Background: an optimization exercise with open tools, aiming at small area, a short achievable clock period and few clock cycles per item. Do not read the settings as production practice.
The RTL was checked by simulation tests, not by an equivalence proof against the original design.
Power is estimated from default activity; no workload was simulated.

--- flow/design.v ---
`default_nettype none
package plr_pkg;
  localparam int POS_W     = 5;
  localparam int VAL_W     = 32;
  localparam int CNT_OUT_W = 5;
  localparam int DEPTH_DEF = 16;
  typedef enum logic {
    CMD_INSERT = 1'b0,
    CMD_REMOVE = 1'b1
  } cmd_t;
  typedef enum logic [2:0] {
    S_IDLE,
    S_RD,
    S_WR,
    S_PUT,
    S_DONE
  } state_t;
endpackage
`default_nettype wire
`default_nettype none
module plr_ram #(
  parameter int WIDTH = 32,
  parameter int DEPTH = 16
) (
  input  logic                     clk,
  input  logic                     wr_en,
  input  logic [$clog2(DEPTH)-1:0] wr_addr,
  input  logic [WIDTH-1:0]         wr_data,
  input  logic                     rd_en,
  input  logic [$clog2(DEPTH)-1:0] rd_addr,
  output logic [WIDTH-1:0]         rd_data
);
  logic [WIDTH-1:0] mem_r [DEPTH];
  always_ff @(posedge clk) begin
    if (wr_en) begin
      mem_r[wr_addr] <= wr_data;
    end
    if (rd_en) begin
      rd_data <= mem_r[rd_addr];
    end
  end
endmodule
`default_nettype wire
`default_nettype none
module positional_list_insert_remove_top #(
  parameter int DEPTH = plr_pkg::DEPTH_DEF
) (
  input  logic                                clk,
  input  logic                                rst_n,
  input  logic                                in_valid,
  output logic                                in_ready,
  input  logic                                in_command,
  input  logic [plr_pkg::POS_W-1:0]           in_position,
  input  logic signed [plr_pkg::VAL_W-1:0]    in_new_value,
  output logic                                out_valid,
  input  logic                                out_ready,
  output logic                                out_success,
  output logic signed [plr_pkg::VAL_W-1:0]    out_removed_value,
  output logic [plr_pkg::CNT_OUT_W-1:0]       out_entry_count
);
  localparam int ADDR_W = $clog2(DEPTH);
  localparam int CNT_W  = $clog2(DEPTH + 1);
  localparam int CMP_W  = (CNT_W > plr_pkg::POS_W) ? CNT_W : plr_pkg::POS_W;
  plr_pkg::state_t                state_r, state_nxt;
  plr_pkg::cmd_t                  cmd_r, cmd_nxt;
  logic [ADDR_W-1:0]     pos_r, pos_nxt;
  logic [ADDR_W-1:0]     idx_r, idx_nxt;
  logic [plr_pkg::VAL_W-1:0]      val_r, val_nxt;
  logic [plr_pkg::VAL_W-1:0]      taken_r, taken_nxt;
  logic                  ok_r, ok_nxt;
  logic [CNT_W-1:0]      count_r, count_nxt;
  logic                  out_valid_r, out_valid_nxt;
  logic                  out_success_r, out_success_nxt;
  logic [plr_pkg::VAL_W-1:0]      out_removed_r, out_removed_nxt;
  logic [plr_pkg::CNT_OUT_W-1:0]  out_count_r, out_count_nxt;
  logic                  ram_wr_en;
  logic [ADDR_W-1:0]     ram_wr_addr;
  logic [plr_pkg::VAL_W-1:0]      ram_wr_data;
  logic                  ram_rd_en;
  logic [ADDR_W-1:0]     ram_rd_addr;
  logic [plr_pkg::VAL_W-1:0]      ram_rd_data;
  logic [CMP_W-1:0]      in_pos_ext, cnt_ext, idx_ext, pos_ext;
  logic                  ins_ok, rem_ok;
  plr_ram #(
    .WIDTH (plr_pkg::VAL_W),
    .DEPTH (DEPTH)
  ) u_ram (
    .clk     (clk),
    .wr_en   (ram_wr_en),
    .wr_addr (ram_wr_addr),
    .wr_data (ram_wr_data),
    .rd_en   (ram_rd_en),
    .rd_addr (ram_rd_addr),
    .rd_data (ram_rd_data)
  );
  assign in_pos_ext = CMP_W'(in_position);
  assign cnt_ext    = CMP_W'(count_r);
  assign idx_ext    = CMP_W'(idx_r);
  assign pos_ext    = CMP_W'(pos_r);
  assign ins_ok     = (in_pos_ext <= cnt_ext) && (cnt_ext < CMP_W'(DEPTH));
  assign rem_ok     = in_pos_ext < cnt_ext;
  always_ff @(posedge clk) begin
    if (!rst_n) begin
      state_r     <= plr_pkg::S_IDLE;
      count_r     <= '0;
      out_valid_r <= 1'b0;
    end else begin
      state_r     <= state_nxt;
      count_r     <= count_nxt;
      out_valid_r <= out_valid_nxt;
    end
  end
  always_ff @(posedge clk) begin
    cmd_r         <= cmd_nxt;
    pos_r         <= pos_nxt;
    idx_r         <= idx_nxt;
    val_r         <= val_nxt;
    taken_r       <= taken_nxt;
    ok_r          <= ok_nxt;
    out_success_r <= out_success_nxt;
    out_removed_r <= out_removed_nxt;
    out_count_r   <= out_count_nxt;
  end
  always_comb begin
    state_nxt       = state_r;
    cmd_nxt         = cmd_r;
    pos_nxt         = pos_r;
    idx_nxt         = idx_r;
    val_nxt         = val_r;
    taken_nxt       = taken_r;
    ok_nxt          = ok_r;
    count_nxt       = count_r;
    out_valid_nxt   = out_valid_r;
    out_success_nxt = out_success_r;
    out_removed_nxt = out_removed_r;
    out_count_nxt   = out_count_r;
    ram_wr_en       = 1'b0;
    ram_wr_addr     = idx_r;
    ram_wr_data     = ram_rd_data;
    ram_rd_en       = 1'b0;
    ram_rd_addr     = idx_r;
    if (out_valid_r && out_ready) begin
      out_valid_nxt = 1'b0;
    end
    unique case (state_r)
      plr_pkg::S_IDLE: begin
        if (in_valid) begin
          cmd_nxt   = plr_pkg::cmd_t'(in_command);
          pos_nxt   = ADDR_W'(in_pos_ext);
          val_nxt   = in_new_value;
          taken_nxt = '0;
          ok_nxt    = 1'b0;
          state_nxt = plr_pkg::S_DONE;
          if (plr_pkg::cmd_t'(in_command) == plr_pkg::CMD_INSERT) begin
            if (ins_ok) begin
              ok_nxt    = 1'b1;
              idx_nxt   = ADDR_W'(cnt_ext);
              state_nxt = (cnt_ext > in_pos_ext) ? plr_pkg::S_RD : plr_pkg::S_PUT;
            end
          end else if (rem_ok) begin
            ok_nxt    = 1'b1;
            idx_nxt   = ADDR_W'(in_pos_ext);
            state_nxt = plr_pkg::S_RD;
          end
        end
      end
      plr_pkg::S_RD: begin
        ram_rd_en   = 1'b1;
        ram_rd_addr = (cmd_r == plr_pkg::CMD_INSERT) ? idx_r - ADDR_W'(1) : idx_r;
        state_nxt   = plr_pkg::S_WR;
      end
      plr_pkg::S_WR: begin
        if (cmd_r == plr_pkg::CMD_INSERT) begin
          ram_wr_en   = 1'b1;
          ram_wr_addr = idx_r;
          idx_nxt     = idx_r - ADDR_W'(1);
          state_nxt   = (idx_ext - CMP_W'(1) > pos_ext) ? plr_pkg::S_RD : plr_pkg::S_PUT;
        end else begin
          if (idx_r == pos_r) begin
            taken_nxt = ram_rd_data;
          end else begin
            ram_wr_en   = 1'b1;
            ram_wr_addr = idx_r - ADDR_W'(1);
          end
          if (idx_ext + CMP_W'(1) < cnt_ext) begin
            idx_nxt   = idx_r + ADDR_W'(1);
            state_nxt = plr_pkg::S_RD;
          end else begin
            count_nxt = count_r - CNT_W'(1);
            state_nxt = plr_pkg::S_DONE;
          end
        end
      end
      plr_pkg::S_PUT: begin
        ram_wr_en   = 1'b1;
        ram_wr_addr = pos_r;
        ram_wr_data = val_r;
        count_nxt   = count_r + CNT_W'(1);
        state_nxt   = plr_pkg::S_DONE;
      end
      plr_pkg::S_DONE: begin
        if (!out_valid_r || out_ready) begin
          out_valid_nxt   = 1'b1;
          out_success_nxt = ok_r;
          out_removed_nxt = taken_r;
          out_count_nxt   = plr_pkg::CNT_OUT_W'(count_r);
          state_nxt       = plr_pkg::S_IDLE;
        end
      end
      default: begin
        state_nxt = plr_pkg::S_IDLE;
      end
    endcase
  end
  assign in_ready          = (state_r == plr_pkg::S_IDLE);
  assign out_valid         = out_valid_r;
  assign out_success       = out_success_r;
  assign out_removed_value = out_removed_r;
  assign out_entry_count   = out_count_r;
endmodule
`default_nettype wire
--- flow/run.sh ---
#!/bin/bash
# synth_recipe.tcl (not shown) runs the flow's synth.tcl, then flattens the netlist and writes it again
# the make line also repeats each setting of config.mk as NAME=value (left out here)
make -C /OpenROAD-flow-scripts/flow DESIGN_CONFIG=/design/flow/config.mk WORK_HOME=/design/flow/orfs CLKGATE_MAP_FILE= SYNTH_SCRIPT=/design/flow/synth_recipe.tcl finish
--- flow/config.mk ---
export PLATFORM = sky130hd
export DESIGN_NAME = positional_list_insert_remove_top
export DESIGN_NICKNAME = positional_list_insert_remove_top
export VERILOG_FILES = /design/flow/design.v
export SDC_FILE = /design/flow/constraint.sdc
export NUM_CORES = 4
export LEC_CHECK = 0
export CAP_MARGIN = 20
export CORE_MARGIN = 2
export CORE_UTILIZATION = 40
export SLEW_MARGIN = 20
--- flow/constraint.sdc ---
create_clock -name core_clock -period 5.0 [get_ports {clk}]
set_input_delay 1.0000 -clock core_clock [delete_from_list [all_inputs] [get_ports {clk}]]
set_output_delay 1.0000 -clock core_clock [all_outputs]
set_load 0.01 [all_outputs]
==> results.py, run 1 <==
metrics = {
    "clock_tree": {
        "root_buffer": "clkbuf_16",
        "htreeDepth": 3,
        "cts_hold_buf": 0,
        "cts_resized": 0,
        "clock_sinks": 665,
        "clock_latency_ps": 600,
        "cts_tree": "built",
        "clockBufferDepth": 3,
        "path_clk_slew_ps": 60,
        "postCtsSetupRepairBufs": 0,
        "cts_made_buffers": 70,
    },
    "die": {
        "io_pins": 82,
        "die-area_um2": 69000,
        "core_um2": 66000,
        "row_count": 94,
        "die_h_um": 263,
        "start_util_pct": 40.6,
        "fp.dieW_um": 263,
    },
    "sta": {
        "grt_setup_unrepaired": "no",
        "fin_crit_sh_pct": 77.6,
        "fin_worst_skew_ps": 20.3,
        "timing.fmax_ghz": 0.258,
        "drv_slew": 0,
        "post-route-min-period_ps": 3880,
        "final.setup.worst_slack_ps": 1120,
        "slew_headroom_pct": 28.4,
        "tns_ps": 0,
        "tightest_slew_ps": 1070,
        "setup_viol": 0,
        "finalHoldViolations": 0,
    },
    "setup_path": {
        "worstSetupPathType": "flip-flop to flip-flop",
        "critPathArrivalTime_ps": 4090,
        "critPathRequiredTime_ps": 5210,
        "timing.critical_path.from": "idx_r[3]$_DFFE_PP_",
        "r2r-start": "idx_r[3]$_DFFE_PP_",
        "path_max_fanout": 32,
        "crit_path_end_kind": "flip-flop",
        "cp-start-kind": "flip-flop",
    },
    "global_routing": {
        "grt-ovfl-total": 0,
        "grt_pass1_vias": 14605,
        "grt_pass1_wl_mm": 92.5,
        "grtUsageTotal_pct": 17.7,
        "antenna_found_initial": 1,
        "grt_max_degree": 214,
    },
    "synthesis": {
        "async_flop_share_pct": 0,
        "synth.top_cell.area_share_pct": 73.6,
        "ys.flop_type": "edfxtp_1",
        "synthCells": 1632,
        "ys.warnings.count": 2,
        "seq_area_frac_synth_pct": 74.3,
        "synth_edf_count": 656,
        "synth_area_leaders": "edfxtp_1 (74%), mux2i_1 (5.2%), o211ai_1 (3.6%)",
        "ys_ff_latch": 665,
        "yosysUniqueCellTypes": 56,
        "synth.cell_area_um2": 26800,
        "synth_top_area_cell": "edfxtp_1",
        "syn_area_per_cell_um2": 16.4,
        "post-synth-top-count-cell": "edfxtp_1",
        "synth_commonest_cells": "edfxtp_1 (656), nand2_1 (242), mux2i_1 (140), o211ai_1 (128), mux2_2 (80)",
        "synth_nets": 1695,
    },
    "run": {
        "max-cap-violations": 0,
    },
    "cells_and_area": {
        "antennaDiodeCount": 0,
        "drive_gt1_share_pct": 14.4,
        "final_util_pct": 47.1,
        "design_area_um2": 31100,
        "layout.nets": 1799,
        "area_growth_pct": 16.2,
    },
    "placed_design": {
        "gp_congestion": 0.818,
        "dpl-instance-area_um2": 28700,
        "dp_hpwl_mm": 35.4,
        "place_ws_ps": 1180,
        "port_buffers": 81,
    },
    "route": {
        "final_antenna_net_count": 0,
        "drt_iter0_markers": 1200,
        "viasPerCell": 5.35,
        "first_pass_iters": 5,
        "wl_mm": 60.9,
        "drc": 0,
        "wl_per_cell_um": 23.0,
        "vias": 14206,
    },
    "pwr": {
        "ir_drop_uv": 207,
        "clkPwrFrac_pct": 43.9,
        "p_switching_w": 0.00246,
        "p_leak_nw": 10.6,
        "power_density_nw_per_um2": 388,
        "p_sw_share_pct": 20.4,
        "p_int_w": 0.00960,
        "power_frac_comb_pct": 4.3,
        "seqPwrFrac_pct": 51.8,
    },
    "status": {
        "status": "timing/DRC/antenna clean",
    },
    "min_path": {
        "hp-start": "taken_r[6]$_SDFFCE_PN0P_",
        "hold_class": "flip-flop to flip-flop",
    },
}
power by group through the flow:
stage	logic (W)	clock network, W	registers [W]
6_report	0.000518	0.00529	0.00625
2_1_floorplan	0.000303	0	0.00636
3_3_place_gp	0.000514	0	0.00636
4_1_cts	0.000526	0.00542	0.00625
3_5_place_dp	0.000523	0	0.00636
5_1_grt	0.000562	0.00563	0.00625
metal layers:
| layer | global-route usage, % | share of wire [%] | wire length [um] |
|---|---|---|---|
| met5 | 0 | 0 | 0 |
| met4 | 4.94 | 1.6 | 968 |
| met3 | 2.53 | 4.9 | 2990 |
| met2 | 28.2 | 47 | 28700 |
| met1 | 25.3 | 46 | 28300 |
logic make-up (layout without fill, tap and decap cells):
group	Yosys count	count (layout)	share of synthesized area, %
and+or+nand+nor	374	374	6.33
adders and majority gates	21	21	1.01
AOI/OAI and AO/OA	177	177	4.93
DFF	665	665	74.3
xor gates and xnor gates	13	13	0.426
buffers and inverters	113	270	2.33
muxes	269	269	10.7
final cells by class:
class / instances / area [um^2]
clock inverters: 40 / 439
repair buffers: 123 / 1230
multi-input cells: 854 / 6460
well taps: 864 / 1080
fillers: 5559 / 34900
inverters: 22 / 82.6
flip-flops and latches: 665 / 19900
clock buffers: 85 / 1910
worst paths after layout:
check,endpoint,depth (start not counted),slack [ps]
worst min-delay path,out_removed_r[6]$_DFFE_PP_,0,410
worst max register to register,u_ram.mem_r[4][15]$_DFFE_PP_,6,1120
worst max-delay path,u_ram.mem_r[4][15]$_DFFE_PP_,6,1120
worst min register to register,out_removed_r[6]$_DFFE_PP_,0,410
per-stage QoR:
step	cells	power, W	hold slack, ps
after global routing	2653	0.0124	423
after floorplan	1632	0.00666	400
after global placement	2527	0.00688	404
after CTS	2653	0.0122	421
after detailed placement	2528	0.00689	405
final	2653	0.0121	414
state kept, by name, indices dropped and copies added, names as in the netlist, 5 cells and up:
signal         flops
count_r            5
val_r             32
out_removed_r     32
taken_r           32
u_ram.mem_r      512
out_count_r        5
u_ram.rd_data     32
layout by cell type, fill, tap and decap left out, types with 9 or more instances in the layout:
| cell | count |
|---|---|
| a21oi_1 | 12 |
| o211ai_1 | 128 |
| nand2_1 | 242 |
| mux2i_1 | 138 |
| mux2_1 | 48 |
| clkdlybuf4s50_1 | 81 |
| edfxtp_1 | 656 |
| clkinv_1 | 14 |
| nor2_4 | 16 |
| ha_1 | 20 |
| clkbuf_1 | 10 |
| and3_1 | 33 |
| buf_4 | 34 |
| clkinv_2 | 12 |
| clkbuf_16 | 75 |
| mux2_2 | 80 |
| inv_1 | 20 |
| bufinv_16 | 9 |
| nand4_1 | 35 |
critical path: stages (launching register included):
cell	delay (ps)
edfxtp_1	730
xor2_1	240
o41ai_1	760
o32ai_2	220
nor3_1	330
nand2b_1	310
nor2_4	870
Testbench counts, summed over its fixed seeds: cycles 42,635, items 4,000.
==> run 2: changes to the inputs <==
==> flow/design.v (replaced) <==
`default_nettype none
package plr_pkg;
  localparam int POS_W     = 5;
  localparam int VAL_W     = 32;
  localparam int CNT_OUT_W = 5;
  localparam int DEPTH_DEF = 16;
endpackage
`default_nettype wire
`default_nettype none
module plr_ram #(
  parameter int WIDTH = 32,
  parameter int DEPTH = 16
) (
  input  logic                     clk,
  input  logic                     wr_en,
  input  logic [$clog2(DEPTH)-1:0] wr_addr,
  input  logic [WIDTH-1:0]         wr_data,
  input  logic                     rd_en,
  input  logic [$clog2(DEPTH)-1:0] rd_addr,
  output logic [WIDTH-1:0]         rd_data
);
  logic [WIDTH-1:0] mem_r [DEPTH];
  always_ff @(posedge clk) begin
    if (wr_en) begin
      mem_r[wr_addr] <= wr_data;
    end
    if (rd_en) begin
      rd_data <= mem_r[rd_addr];
    end
  end
endmodule
`default_nettype wire
`default_nettype none
module positional_list_insert_remove_top (
  input  logic                                clk,
  input  logic                                rst_n,
  input  logic                                in_valid,
  output logic                                in_ready,
  input  logic                                in_command,
  input  logic [plr_pkg::POS_W-1:0]           in_position,
  input  logic signed [plr_pkg::VAL_W-1:0]    in_new_value,
  output logic                                out_valid,
  input  logic                                out_ready,
  output logic                                out_success,
  output logic signed [plr_pkg::VAL_W-1:0]    out_removed_value,
  output logic [plr_pkg::CNT_OUT_W-1:0]       out_entry_count
);
  localparam int D  = plr_pkg::DEPTH_DEF;
  localparam int W  = plr_pkg::VAL_W;
  localparam int CW = plr_pkg::CNT_OUT_W;
  logic          in_ready_r;
  logic          ir_v, ir_cmd;
  logic [D-1:0]  ir_ge;
  logic [W-1:0]  ir_val;
  logic [W-1:0]  ent [D];
  logic [D-1:0]  live;           
  logic [CW-1:0] count;
  logic          out_v, out_s;
  logic [W-1:0]  out_rv;
  logic [CW-1:0] out_c;
  logic          sk_v, sk_s;
  logic [W-1:0]  sk_rv;
  logic [CW-1:0] sk_c;
  logic [D-1:0] in_ge;
  always_comb begin
    for (int i = 0; i < D; i++) in_ge[i] = (in_position <= 5'(i));
  end
  logic          ex, ex_ins, ex_rem;
  logic          ins_ok, rem_ok;
  logic [D-1:0]  ge_lo;          
  logic [D-1:0]  eq;
  logic [W-1:0]  rv;
  logic [CW-1:0] new_count;
  assign ex     = ir_v & ~sk_v;
  assign ex_ins = ex & ~ir_cmd & ~live[D-1];
  assign ex_rem = ex & ir_cmd;
  assign ge_lo  = {ir_ge[D-2:0], 1'b0};
  assign eq     = ir_ge & ~ge_lo;
  assign ins_ok = ex_ins & (&(ir_ge | live));
  assign rem_ok = ex_rem & (|(ir_ge & live));
  always_comb begin
    rv = '0;
    for (int i = 0; i < D; i++)
      if (ex_rem & eq[i] & live[i]) rv = rv | ent[i];
  end
  always_comb begin
    new_count = count;
    if (ins_ok) new_count = count + CW'(1);
    if (rem_ok) new_count = count - CW'(1);
  end
  always_ff @(posedge clk) begin
    for (int i = 0; i < D; i++) begin
      if (ex_ins & eq[i])
        ent[i] <= ir_val;
      else if (ex_ins & ge_lo[i])
        ent[i] <= ent[(i + D - 1) % D];
      else if (ex_rem & ir_ge[i] & (i != D - 1))
        ent[i] <= ent[(i + 1) % D];
    end
  end
  always_ff @(posedge clk) begin
    if (!rst_n) begin
      in_ready_r <= 1'b1;
      ir_v       <= 1'b0;
      count      <= '0;
      live       <= '0;
      out_v      <= 1'b0;
      sk_v       <= 1'b0;
    end else begin
      in_ready_r <= ~((in_ready_r ? in_valid : ir_v & sk_v) &
                      (sk_v ? ~out_ready : ex & out_v & ~out_ready));
      if (in_ready_r) ir_v <= in_valid;
      count <= new_count;
      if (ins_ok) live <= {live[D-2:0], 1'b1};
      if (rem_ok) live <= {1'b0, live[D-1:1]};
      out_v <= sk_v | ex | (out_v & ~out_ready);
      sk_v  <= sk_v ? ~out_ready : ex & out_v & ~out_ready;
    end
  end
  always_ff @(posedge clk) begin
    if (in_ready_r) begin
      ir_cmd <= in_command;
      ir_ge  <= in_ge;
      ir_val <= in_new_value;
    end
    if (!out_v || out_ready) begin
      out_s  <= sk_v ? sk_s  : (ins_ok | rem_ok);
      out_rv <= sk_v ? sk_rv : rv;
      out_c  <= sk_v ? sk_c  : new_count;
    end
    if (!sk_v) begin
      sk_s  <= ins_ok | rem_ok;
      sk_rv <= rv;
      sk_c  <= new_count;
    end
  end
  assign in_ready          = in_ready_r;
  assign out_valid         = out_v;
  assign out_success       = out_s;
  assign out_removed_value = out_rv;
  assign out_entry_count   = out_c;
endmodule
`default_nettype wire
==> run 2 against run 1 <==
  * Area after synthesis is 27% higher
  * Utilization fell by 1.3 points
  * Critical path depth increased by 1
  * Synthesized cell count up 89%
  * Critical endpoint is now ent[9][14]$_DFFE_PP_
  * Largest power group unchanged
==> results.py, run 2 <==
metrics = {
    "sta": {
        "setup_viol": 0,
        "grt_setup_unrepaired": "no",
        "drv_slew": 0,
        "final.setup.worst_slack_ps": 1380,
        "slew_headroom_pct": 30.4,
        "tightest_slew_ps": 1040,
        "fin_crit_sh_pct": 72.3,
        "timing.fmax_ghz": 0.277,
        "tns_ps": 0,
        "finalHoldViolations": 0,
        "post-route-min-period_ps": 3620,
        "fin_worst_skew_ps": 20.9,
    },
    "placed_design": {
        "dp_hpwl_mm": 71.7,
        "place_ws_ps": 1470,
        "dpl-instance-area_um2": 36000,
        "port_buffers": 81,
        "gp_congestion": 0.891,
    },
    "clock_tree": {
        "cts_made_buffers": 76,
        "clock_latency_ps": 630,
        "clockBufferDepth": 3,
        "root_buffer": "clkbuf_16",
        "postCtsSetupRepairBufs": 0,
        "cts_resized": 0,
        "cts_tree": "built",
        "clock_sinks": 662,
        "cts_hold_buf": 0,
        "path_clk_slew_ps": 60,
        "htreeDepth": 3,
    },
    "die": {
        "start_util_pct": 40.4,
        "die_h_um": 295,
        "io_pins": 82,
        "fp.dieW_um": 295,
        "row_count": 106,
        "die-area_um2": 87100,
        "core_um2": 83800,
    },
    "route": {
        "first_pass_iters": 6,
        "viasPerCell": 6.25,
        "drt_iter0_markers": 3666,
        "wl_mm": 120,
        "final_antenna_net_count": 0,
        "wl_per_cell_um": 28.2,
        "drc": 0,
        "vias": 26610,
    },
    "cells_and_area": {
        "n_fill_cell": 7651,
        "seq_area_um2": 19300,
        "final_util_pct": 45.8,
        "drive_gt1_share_pct": 10.2,
        "layout.nets": 3102,
        "multi_input_area_um2": 13800,
        "mostFrequentLayoutCell": "edfxtp_1",
        "largest_reg_flops": 512,
        "area_growth_pct": 13.4,
        "mostFrequentLayoutCells": "edfxtp_1 (599), nand2_1 (587), o21ai_0 (444)",
        "antennaDiodeCount": 0,
        "top_register": "ent",
        "design_area_um2": 38400,
    },
    "setup_path": {
        "critPathArrivalTime_ps": 3980,
        "crit_path_end_kind": "flip-flop",
        "worstSetupPathType": "flip-flop to flip-flop",
        "cp-start-kind": "flip-flop",
        "slowest_delay_ps": 900,
        "reg2reg_depth": 7,
        "path_max_fanout": 42,
        "critPathRequiredTime_ps": 5370,
        "crit_path_cell_trace": "nand2b_1 > nor3_2 > buf_4 > nand2_2 > nor2_4 > buf_12 > o21ai_0",
        "crit_slowest_cell": "nor2_4",
    },
    "pwr": {
        "p_total_w": 0.0125,
        "power_density_nw_per_um2": 326,
        "p_leak_nw": 13.9,
        "ir_drop_uv": 244,
    },
    "synthesis": {
        "synth_commonest_cells": "edfxtp_1 (599), nand2_1 (596), o21ai_0 (444), mux2i_1 (416), a22oi_1 (306)",
        "yosysUniqueCellTypes": 47,
        "ys.flop_type": "edfxtp_1",
        "syn_area_per_cell_um2": 11.0,
        "synth_edf_count": 599,
        "synth.cell_area_um2": 33900,
        "ys_ff_latch": 662,
        "synth_nets": 3125,
        "ys.warnings.count": 2,
        "async_flop_share_pct": 0,
        "post-synth-top-count-cell": "edfxtp_1",
        "seq_area_frac_synth_pct": 56.8,
        "synthCells": 3081,
        "synth_top_area_cell": "edfxtp_1",
        "synth.top_cell.area_share_pct": 53.1,
        "synth_area_leaders": "edfxtp_1 (53%), mux2i_1 (12%), a22oi_1 (6.8%)",
    },
    "min_path": {
        "whs_path_depth": 2,
        "hold_class": "flip-flop to flip-flop",
    },
    "global_routing": {
        "grtUsageTotal_pct": 27.3,
        "grt_max_degree": 69,
        "antenna_found_initial": 1,
        "grt-ovfl-total": 0,
        "grt_pass1_wl_mm": 176,
        "grt_pass1_vias": 25998,
    },
    "run": {
        "max-cap-violations": 0,
    },
    "status": {
        "status": "timing/DRC/antenna clean",
    },
}
==> run 2: worst paths after layout <==
kind / start / end / slack, ps
max reg2reg: sk_v$_SDFF_PN0_ / ent[9][14]$_DFFE_PP_ / 1380
max: sk_v$_SDFF_PN0_ / ent[9][14]$_DFFE_PP_ / 1380
min: sk_c[3]$_DFF_P_ / sk_c[3]$_DFF_P_ / 460
min reg2reg: sk_c[3]$_DFF_P_ / sk_c[3]$_DFF_P_ / 460
==> run 2: area by class of cell <==
type | count | area share (%)
inverters | 17 | 0.166
repair buffers | 158 | 3.76
clock inverters | 42 | 0.902
clock buffers | 100 | 5.40
flip-flops and latches | 662 | 50.1
multi-input cells | 2143 | 36.0
well taps | 1134 | 3.69
==> run 2: per-layer routing <==
metal | GRT usage [%] | wire length, um | vias up
met5 | 0 | 11 | -
met3 | 5.57 | 12300 | 368
met4 | 11.6 | 5570 | 2
li1 | - | - | 11527
met1 | 35.6 | 46600 | 12972
met2 | 44.3 | 55500 | 1741
==> run 2: cell families (layout without fill, tap and decap cells) <==
group,count (synthesis),after routing,synth area share (%)
AOI/OAI and AO/OA,886,886,15.7
and+or+nand+nor,771,771,9.53
DFF,662,662,56.8
muxes,481,481,14.4
buffers and inverters,276,317,3.37
xor gates and xnor gates,3,3,0.0776
adders and majority gates,2,2,0.0738
==> run 2: where the power goes <==
| group | total [W] | internal, W | switching (W) |
|---|---|---|---|
| registers | 0.00640 | 0.00619 | 0.000210 |
| logic | 0.000570 | 0.000217 | 0.000354 |
| clock network | 0.00555 | 0.00319 | 0.00236 |
==> run 2: per-stage QoR <==
step	cells	hold WS (ps)
floorplan	3081	419
global placement	4113	446
detailed placement	4114	444
CTS	4256	462
global route	4256	484
finish	4256	456
==> run 2: worst max-delay path, delay by kind of cell, from the launching register on <==
kind / cells / cell delay, ps
AND/OR/NAND/NOR: 4 / 1820
buffers and inverters: 2 / 850
flip-flops: 1 / 500
AO/OA/AOI/OAI: 1 / 130
Testbench counts of run 2, summed over its fixed seeds: cycles 4,020, items 4,000.
==> run 3: changes to the inputs <==
--- a/flow/design.v
+++ b/flow/design.v
@@ -49,8 +49,4 @@
   localparam int W  = plr_pkg::VAL_W;
   localparam int CW = plr_pkg::CNT_OUT_W;
-  logic          in_ready_r;
-  logic          ir_v, ir_cmd;
-  logic [D-1:0]  ir_ge;
-  logic [W-1:0]  ir_val;
   logic [W-1:0]  ent [D];
   logic [D-1:0]  live;           
@@ -62,25 +58,25 @@
   logic [W-1:0]  sk_rv;
   logic [CW-1:0] sk_c;
-  logic [D-1:0] in_ge;
-  always_comb begin
-    for (int i = 0; i < D; i++) in_ge[i] = (in_position <= 5'(i));
-  end
   logic          ex, ex_ins, ex_rem;
   logic          ins_ok, rem_ok;
-  logic [D-1:0]  ge_lo;          
+  logic [D-1:0]  ge, ge_lo;      
   logic [D-1:0]  eq;
+  logic [D-1:0]  s_hold, s_up, s_val, s_dn;
   logic [W-1:0]  rv;
   logic [CW-1:0] new_count;
-  assign ex     = ir_v & ~sk_v;
-  assign ex_ins = ex & ~ir_cmd & ~live[D-1];
-  assign ex_rem = ex & ir_cmd;
-  assign ge_lo  = {ir_ge[D-2:0], 1'b0};
-  assign eq     = ir_ge & ~ge_lo;
-  assign ins_ok = ex_ins & (&(ir_ge | live));
-  assign rem_ok = ex_rem & (|(ir_ge & live));
+  always_comb begin
+    for (int i = 0; i < D; i++) ge[i] = (in_position <= 5'(i));
+  end
+  assign ex     = in_valid & ~sk_v;
+  assign ex_ins = ex & ~in_command & ~live[D-1];
+  assign ex_rem = ex & in_command;
+  assign ge_lo  = {ge[D-2:0], 1'b0};
+  assign eq     = ge & ~ge_lo;
+  assign ins_ok = ex_ins & (&(ge | live));
+  assign rem_ok = ex_rem & (|(ge & live));
   always_comb begin
     rv = '0;
     for (int i = 0; i < D; i++)
-      if (ex_rem & eq[i] & live[i]) rv = rv | ent[i];
+      rv = rv | ({W{ex_rem & eq[i] & live[i]}} & ent[i]);
   end
   always_comb begin
@@ -89,26 +85,23 @@
     if (rem_ok) new_count = count - CW'(1);
   end
+  assign s_up   = {D{ex_ins}} & ge_lo;
+  assign s_val  = {D{ex_ins}} & eq;
+  assign s_dn   = {1'b0, {(D-1){ex_rem}} & ge[D-2:0]};
+  assign s_hold = ~(s_up | s_val | s_dn);
   always_ff @(posedge clk) begin
     for (int i = 0; i < D; i++) begin
-      if (ex_ins & eq[i])
-        ent[i] <= ir_val;
-      else if (ex_ins & ge_lo[i])
-        ent[i] <= ent[(i + D - 1) % D];
-      else if (ex_rem & ir_ge[i] & (i != D - 1))
-        ent[i] <= ent[(i + 1) % D];
+      ent[i] <= ({W{s_hold[i]}} & ent[i])
+              | ({W{s_up[i]}}   & ent[(i + D - 1) % D])
+              | ({W{s_val[i]}}  & in_new_value)
+              | ({W{s_dn[i]}}   & ent[(i + 1) % D]);
     end
   end
   always_ff @(posedge clk) begin
     if (!rst_n) begin
-      in_ready_r <= 1'b1;
-      ir_v       <= 1'b0;
-      count      <= '0;
-      live       <= '0;
-      out_v      <= 1'b0;
-      sk_v       <= 1'b0;
+      count <= '0;
+      live  <= '0;
+      out_v <= 1'b0;
+      sk_v  <= 1'b0;
     end else begin
-      in_ready_r <= ~((in_ready_r ? in_valid : ir_v & sk_v) &
-                      (sk_v ? ~out_ready : ex & out_v & ~out_ready));
-      if (in_ready_r) ir_v <= in_valid;
       count <= new_count;
       if (ins_ok) live <= {live[D-2:0], 1'b1};
@@ -119,9 +112,4 @@
   end
   always_ff @(posedge clk) begin
-    if (in_ready_r) begin
-      ir_cmd <= in_command;
-      ir_ge  <= in_ge;
-      ir_val <= in_new_value;
-    end
     if (!out_v || out_ready) begin
       out_s  <= sk_v ? sk_s  : (ins_ok | rem_ok);
@@ -135,5 +123,5 @@
     end
   end
-  assign in_ready          = in_ready_r;
+  assign in_ready          = ~sk_v;
   assign out_valid         = out_v;
   assign out_success       = out_s;
==> run 3 against run 2 <==
  * Critical path type is now input pin to flip-flop
  * Power grew 23%
  * Sequential share of layout area shrank 11 points
  * First-iteration DRC count grew 77%
  * Area after synthesis shrank 18%
  * Clock power shrank 5.0%
  * Die area shrank 18%
  * Via count grew 13%
  * Combinational power grew to 3.7 times the previous value
  * Still clean
  * Maximum frequency shrank 8.7%
  * Setup slack lost 350 ps
  * Utilization grew 1.4 points
  * Routed wire length grew 16%
==> results.py, run 3 <==
metrics = {
    "clock_tree": {
        "path_clk_slew_ps": 60,
        "cts_made_buffers": 70,
        "cts_tree": "built",
        "root_buffer": "clkbuf_16",
        "clock_sinks": 611,
        "clockBufferDepth": 3,
        "clock_latency_ps": 650,
        "cts_hold_buf": 0,
        "htreeDepth": 3,
        "postCtsSetupRepairBufs": 0,
        "cts_resized": 0,
    },
    "setup_path": {
        "path_max_fanout": 20,
        "critPathArrivalTime_ps": 4300,
        "crit_slowest_cell": "clkdlybuf4s50_1",
        "crit_path_end_kind": "flip-flop",
        "crit_path_cell_trace": "clkdlybuf4s50_1 > buf_4 > nor2_1 > a21oi_1 > buf_4 > and3_2 > buf_12 > a221oi_1 > a32oi_1",
        "crit_top_cell": "buf_4",
        "cp-start-kind": "input pin",
        "worstSetupPathType": "input pin to flip-flop",
        "critPathRequiredTime_ps": 5340,
        "rrSetupSlack_ps": 1630,
        "slowest_delay_ps": 740,
    },
    "cells_and_area": {
        "mostFrequentLayoutCell": "nand2_1",
        "top_register": "ent",
        "n_fill_cell": 6414,
        "mostFrequentLayoutCells": "nand2_1 (843), dfxtp_1 (572), a22oi_1 (376)",
        "design_area_um2": 32400,
        "multi_input_area_um2": 14100,
        "final_cells": 4101,
        "layout.nets": 3159,
        "largestRegisters": "ent: 512 flops, out_rv: 32 flops, sk_rv: 32 flops",
        "area_growth_pct": 17.0,
        "drive_gt1_share_pct": 10.7,
        "seq_area_um2": 12600,
        "largest_reg_flops": 512,
    },
    "global_routing": {
        "grt_pass1_wl_mm": 197,
        "grt_max_degree": 70,
        "grt_pass1_vias": 27827,
        "grt-ovfl-total": 0,
        "antenna_found_initial": 6,
        "grtUsageTotal_pct": 37.9,
    },
    "route": {
        "wl_per_cell_um": 34.0,
        "first_pass_iters": 13,
        "final_antenna_net_count": 0,
        "drt_iter0_markers": 6485,
        "wl_mm": 140,
        "drc": 0,
        "vias": 30079,
        "viasPerCell": 7.33,
    },
    "synthesis": {
        "ys.warnings.count": 2,
        "synth_commonest_cells": "nand2_1 (847), dfxtp_1 (573), a22oi_1 (376), clkbuf_1 (310), a222oi_1 (307)",
        "synth_edf_count": 38,
        "synth_nets": 3200,
        "synthCells": 3156,
        "seq_area_frac_synth_pct": 45.5,
        "synth_top_area_cell": "dfxtp_1",
        "post-synth-top-count-cell": "nand2_1",
        "ys.flop_type": "dfxtp_1",
        "yosysUniqueCellTypes": 68,
        "synth.cell_area_um2": 27700,
        "async_flop_share_pct": 0,
        "syn_area_per_cell_um2": 8.78,
        "synth_area_leaders": "dfxtp_1 (41%), nand2_1 (11%), a222oi_1 (11%)",
        "synth.top_cell.area_share_pct": 41.4,
        "ys_ff_latch": 611,
    },
    "placed_design": {
        "dpl-instance-area_um2": 30100,
        "place_inst": 3973,
        "port_buffers": 81,
        "dp_hpwl_mm": 83.3,
        "gp_congestion": 0.968,
        "place_ws_ps": 493,
    },
    "sta": {
        "finalHoldViolations": 0,
        "fin_worst_skew_ps": 30.3,
        "tns_ps": 0,
        "drv_slew": 0,
        "grt_setup_unrepaired": "no",
        "final.setup.worst_slack_ps": 1040,
        "slew_headroom_pct": 21.6,
        "tightest_slew_ps": 1180,
        "timing.fmax_ghz": 0.252,
        "holdWs_ps": 444,
        "post-route-min-period_ps": 3960,
        "fin_crit_sh_pct": 79.2,
        "setup_viol": 0,
    },
    "die": {
        "start_util_pct": 40.4,
        "row_count": 96,
        "core_um2": 68600,
        "fp.dieW_um": 267,
        "io_pins": 82,
        "die_h_um": 267,
        "die-area_um2": 71400,
    },
    "run": {
        "max-cap-violations": 0,
    },
    "min_path": {
        "hold_class": "flip-flop to flip-flop",
    },
    "pwr": {
        "power_density_nw_per_um2": 477,
        "p_leak_nw": 12.6,
        "ir_drop_uv": 214,
    },
    "status": {
        "status": "timing/DRC/antenna clean",
    },
}
run 3: through the flow:
step / utilization (%) / power [W]
after detailed placement: 43.8 / 0.0101
after global placement: 43.7 / 0.00995
after floorplan: - / 0.00898
final: 47.3 / 0.0155
after global routing: 47.3 / 0.0160
after CTS: 47.2 / 0.0153
run 3: layer usage:
layer	part of all wire (%)	up-vias	track usage, %
li1	-	12155	-
met4	7.3	2	22.9
met3	16	706	13.0
met5	0.0086	-	0
met1	36	14319	48.0
met2	41	2897	55.2
run 3: report_power, final:
| group | internal (W) | switching [W] |
|---|---|---|
| Combinational | 0.00105 | 0.00109 |
| Clock | 0.00308 | 0.00219 |
| Sequential | 0.00634 | 0.00171 |
run 3: logic make-up after synthesis:
logic type                 synth area share, %
AOI/OAI and AO/OA                         32.7
xor gates and xnor gates                0.0633
adders and majority gates                0.126
buffers and inverters                     4.95
DFF                                       45.5
muxes                                     1.16
and+or+nand+nor                           15.5
run 3: area by class of cell:
cell class	count	area share [%]
antenna	3	0.0232
clock buffer	101	6.49
clock inverter	23	0.668
inverter	29	0.336
multi-input combinational	2188	43.6
sequential	611	38.9
tap	931	3.59
timing repair buffer	215	6.42
run 3: final timing paths:
kind                               from                   end  cells after the start
setup / recovery         in_position[3]  out_rv[17]$_DFFE_PN_                      9
hold / removal         sk_rv[1]$_DFF_P_      sk_rv[1]$_DFF_P_                      2
setup reg to reg  live[15]$_SDFFE_PP0P_    ent[1][17]$_DFF_P_                      6
hold reg to reg        sk_rv[1]$_DFF_P_      sk_rv[1]$_DFF_P_                      2
run 3: critical path: cells and delay by family:
family | cells | cell delay, ps
buffers and inverters | 4 | 1540
AO/OA/AOI/OAI | 3 | 950
AND/OR/NAND/NOR | 2 | 780
Testbench counts of run 3, summed over its fixed seeds: cycles 4,010, items 4,000.

-- afterwards: timing with drivers on the ports --
The flow's constraints put no driver on any port. The routed layouts listed below were extracted and timed again, unchanged, in two steps. Step 1 assumes that a clkbuf_16 drives the clock port and a buf_2 every other input. Step 2 adds t to the input delays and takes it off the output delays; t is the mean of the earliest and latest rising clock arrival at the registers after step 1. Input paths then give back, and output paths get back, about the clock's delay inside the block. a / b / c = no drivers / after step 1 / after step 2; a / b = the first two.
run | t, ns | setup slack, ns | worst slew at a driven data input, ns
run 1 | 0.657 | 1.121 / 1.121 / 1.121 | 0.04
run 2 | 0.693 | 1.385 / 1.385 / 1.385 | 0.05
run 3 | 0.703 | 1.039 / 1.069 / 0.367 | 0.10
After both steps every run listed still meets setup and hold. The setup slack of run 3, which loses most, moves by +0.030 ns with the drivers and by -0.672 ns with both steps.
